Background: an optimization exercise with open tools, aiming at small area, a short achievable clock period and few clock cycles per item. Do not read the settings as production practice. In this exercise RTL edits were held to simulation tests only and were not proved equivalent to the original. Power figures rest on the tool's default switching activity, not on a simulated workload.

## sorted_list_insert_remove
module sorted_list_insert_remove #(
   parameter int CAPACITY    = 32,
   parameter int VALUE_WIDTH = 32
) (
   input  wire                                clock,
   input  wire                                reset,
   input  wire                                req_valid,
   output logic                               req_ready,
   input  wire  [sli_pkg::FUNC_W-1:0]         req_func,
   input  wire  signed [sli_pkg::ITEM_W-1:0]  req_item_value,
   output logic                               rsp_valid,
   input  wire                                rsp_ready,
   output logic [sli_pkg::STATUS_W-1:0]       rsp_status,
   output logic [sli_pkg::POS_W-1:0]          rsp_position,
   output logic [sli_pkg::CNT_W-1:0]          rsp_comparisons,
   output logic [sli_pkg::CNT_W-1:0]          rsp_moves,
   output logic [sli_pkg::CNT_W-1:0]          rsp_entry_count,
   output logic                               rsp_is_empty,
   output logic                               rsp_is_full
);
   localparam int SLOTS  = CAPACITY + 1;                   
   localparam int NUM_W  = $clog2(CAPACITY + 1);           
   localparam int GROUPS = 8;
   localparam int GW     = CAPACITY / GROUPS;              
   localparam int GC_W   = $clog2(GW + 2);                 
   localparam int PC_W   = $clog2(2 * GW + 2);             
   localparam int QC_W   = $clog2(4 * GW + 2);             
   localparam int CTL_W  = sli_pkg::STATUS_W + 2 + NUM_W;  
   localparam int WORD_W = sli_pkg::STATUS_W + sli_pkg::POS_W + 3 * sli_pkg::CNT_W + 2;
   localparam int POST   = 6;                              
   localparam int QD     = 3;                              
  ...
Size in the first run: roughly 5400 cells after synthesis, about 1500 flip-flops.
export LEC_CHECK = 0
export CAP_MARGIN = 20
export CORE_MARGIN = 2
export CORE_UTILIZATION = 60
export CTS_CLUSTER_DIAMETER = 150
export CTS_CLUSTER_SIZE = 25
export SETUP_SLACK_MARGIN = 2.8
export SLEW_MARGIN = 20
create_clock -name core_clock -period 5.5 [get_ports {clock}]
standard.sh (not shown) runs the stock make flow with config.mk's settings and CLKGATE_MAP_FILE= SYNTH_SCRIPT=/design/flow/synth_recipe.tcl, a recipe that flattens the netlist after the stock synthesis.
==> flow/flow/run.sh <==
#!/bin/bash
# Own layout flow: the standard layout (standard.sh, with its synthesis unchanged) with two
# resizer settings changed:
#  - the ports are buffered with buf_4 instead of the buffer buffer_ports picks by itself
#  - timing repair may swap a cell for one with a different footprint (MATCH_CELL_FOOTPRINT=0)
# make's full output goes to flow_make.log; ORFS keeps each step's log under orfs/logs/.
set -euo pipefail
bash standard.sh finish MATCH_CELL_FOOTPRINT=0 \
   "BUFFER_PORTS_ARGS=-buffer_cell sky130_fd_sc_hd__buf_4" > flow_make.log 2>&1
Testbench counts at the start, summed over its fixed seeds: cycles 12,048, items 12,000.
Then changed:
Settings changed: CORE_UTILIZATION 60 to 55, CTS_CLUSTER_DIAMETER 150 to not set, CTS_CLUSTER_SIZE 25 to not set.
=> The new run produced a clean layout. Non-clock buffer count came out higher by 18. Global-route usage came out lower by 1.8 points. Routed wire length came out higher by 3.0%. Final area came out higher by 4.7%.
Then changed:
Settings changed: CTS_CLUSTER_DIAMETER set to 150, CTS_CLUSTER_SIZE set to 25.
After rerunning: Combinational power is about the same; maximum frequency is lower by about 1.3%; sequential cell count stays the same; cell area goes down by 4.4%; global-route usage came out lower by 0.52 points; power falls by 21%; clock skew is higher by 0.013 ns; non-clock buffer count went down by 7; synthesized cell count stays the same; via count came out lower by about 1.5%.


Setup of run A:
Starting RTL as in the previous note.
export LEC_CHECK = 0
export CAP_MARGIN = 20
export CORE_MARGIN = 2
export CORE_UTILIZATION = 40
export SETUP_SLACK_MARGIN = 2.9
export SLEW_MARGIN = 20
create_clock -name core_clock -period 5.5 [get_ports {clock}]
Scripts as last shown in full above: flow/flow/run.sh
Testbench counts of run A, summed over its fixed seeds: cycles 12,048, items 12,000.
Setup changes, run A to run B
Settings: an added CTS_CLUSTER_SIZE of 25; a change of CORE_UTILIZATION from 40 to 50; an added CTS_CLUSTER_DIAMETER of 150; a change of SETUP_SLACK_MARGIN from 2.9 to 2.8.
Notes after the runs:
For internal power consumption, dividing the value from run B by the value from run A gives 0.805.
Run B ended up with fewer standard cells than run A.
Wire length of the first global-routing pass on run B is ahead of run A.
Higher clock share of power among run A and run B: run A
NOTE: die area in run B falls short of that of run A
Compared with run A, run B shows a higher flop-to-flop setup slack.
Run B vs. run A: post-detailed-routing wire length went down by about 3.2%, total design power lost 19%.
Delta (run B minus run A): met1 routed wirelength after detailed routing rose by 0.68%; number of cells traversed by the worst register-to-register path shows an increase of 1; final area -5.5%.
[inputs] run C vs run B
Settings: changing CORE_UTILIZATION from 50 to 40.
[summary]
- Run C vs run B: maximum clock rate down by a few percent
- Diff run B and run C: part of the cycle the worst path needs lower in run B
- Diff run C..run B | clock tree cell share of total cell area | negligible
- In run C, met1 track demand over resource is lower than in run B.
- Setup slack of the most critical reg-to-reg path (lower): run C
- Between run B and run C, actual transition at the worst max-transition pin is higher for run B, run C comes in under that.
- Going from run B to run C, buffer share of cell area went up 0.57 points, detailed-router iteration count before antenna repair shows an increase of 1.


Starting RTL as in the previous note.
export LEC_CHECK = 0
export CAP_MARGIN = 20
export CORE_MARGIN = 2
export CORE_UTILIZATION = 40
export SETUP_SLACK_MARGIN = 3.2
export SLEW_MARGIN = 20
create_clock -name core_clock -period 5.5 [get_ports {clock}]
Scripts as last shown in full above: flow/flow/run.sh
Testbench counts at the start, summed over its fixed seeds: cycles 12,048, items 12,000.
Then changed:
CORE_UTILIZATION = 55   (was 40)
CTS_CLUSTER_DIAMETER = 150   (was unset)
CTS_CLUSTER_SIZE = 30   (was unset)
SETUP_SLACK_MARGIN = 2.8   (was 3.2)
Result: Cell area falls by about 9%; total power falls by about 22%; sequential share of layout area rises by 4.5 points; fmax falls by 2.7%; global-route usage rises by 6.0 points; clock skew rises by 4.7 ps; count of clock-buffer cells in the layout falls by 132; cell count falls by 11%; non-clock buffer count falls by 98.

-- static timing again, ports no longer ideal --
No port has a modelled driver above. Below, the same layouts with a new extraction and two added sets of constraints. Step 1 (the two cells are an assumption about what drives the block):
set clk [get_ports {clock}]
set_driving_cell -lib_cell sky130_fd_sc_hd__clkbuf_16 $clk
set_driving_cell -lib_cell sky130_fd_sc_hd__buf_2 [delete_from_list [all_inputs] $clk]
Step 2, shift: input delay + t, output delay - t, t = (earliest + latest rising clock arrival at the registers) / 2. This alone moves slack from input paths to output paths. Three values: ideal ports, drivers, drivers and shift; two values: the first two.
| run | t, ns | setup slack, ns | worst setup path after step 2 | slew at the worst register clock pin (ns) |
|---|---|---|---|---|
| the first run of note 1 | 0.758 | 2.767 / 2.767 / 2.457 | input to register | 0.11 / 0.11 |
| the second run of note 1 | 0.856 | 2.837 / 2.837 / 2.418 | input to register | 0.06 / 0.06 |
| the third run of note 1 | 0.772 | 2.801 / 2.801 / 2.454 | input to register | 0.11 / 0.11 |
| run A | 0.889 | 2.768 / 2.768 / 2.480 | input to register | 0.07 / 0.07 |
| run B | 0.784 | 2.838 / 2.838 / 2.175 | input to register | 0.11 / 0.11 |
| run C | 0.789 | 2.651 / 2.651 / 2.361 | input to register | 0.11 / 0.11 |
| the first run of note 3 | 0.859 | 2.756 / 2.756 / 2.620 | input to register | 0.07 / 0.07 |
| the second run of note 3 | 0.801 | 2.679 / 2.679 / 2.437 | input to register | 0.12 / 0.12 |
After both steps setup and hold are still met in every run listed. The setup slack of run B, which loses most, moves by 0.000 ns with the drivers and by -0.663 ns with both steps.
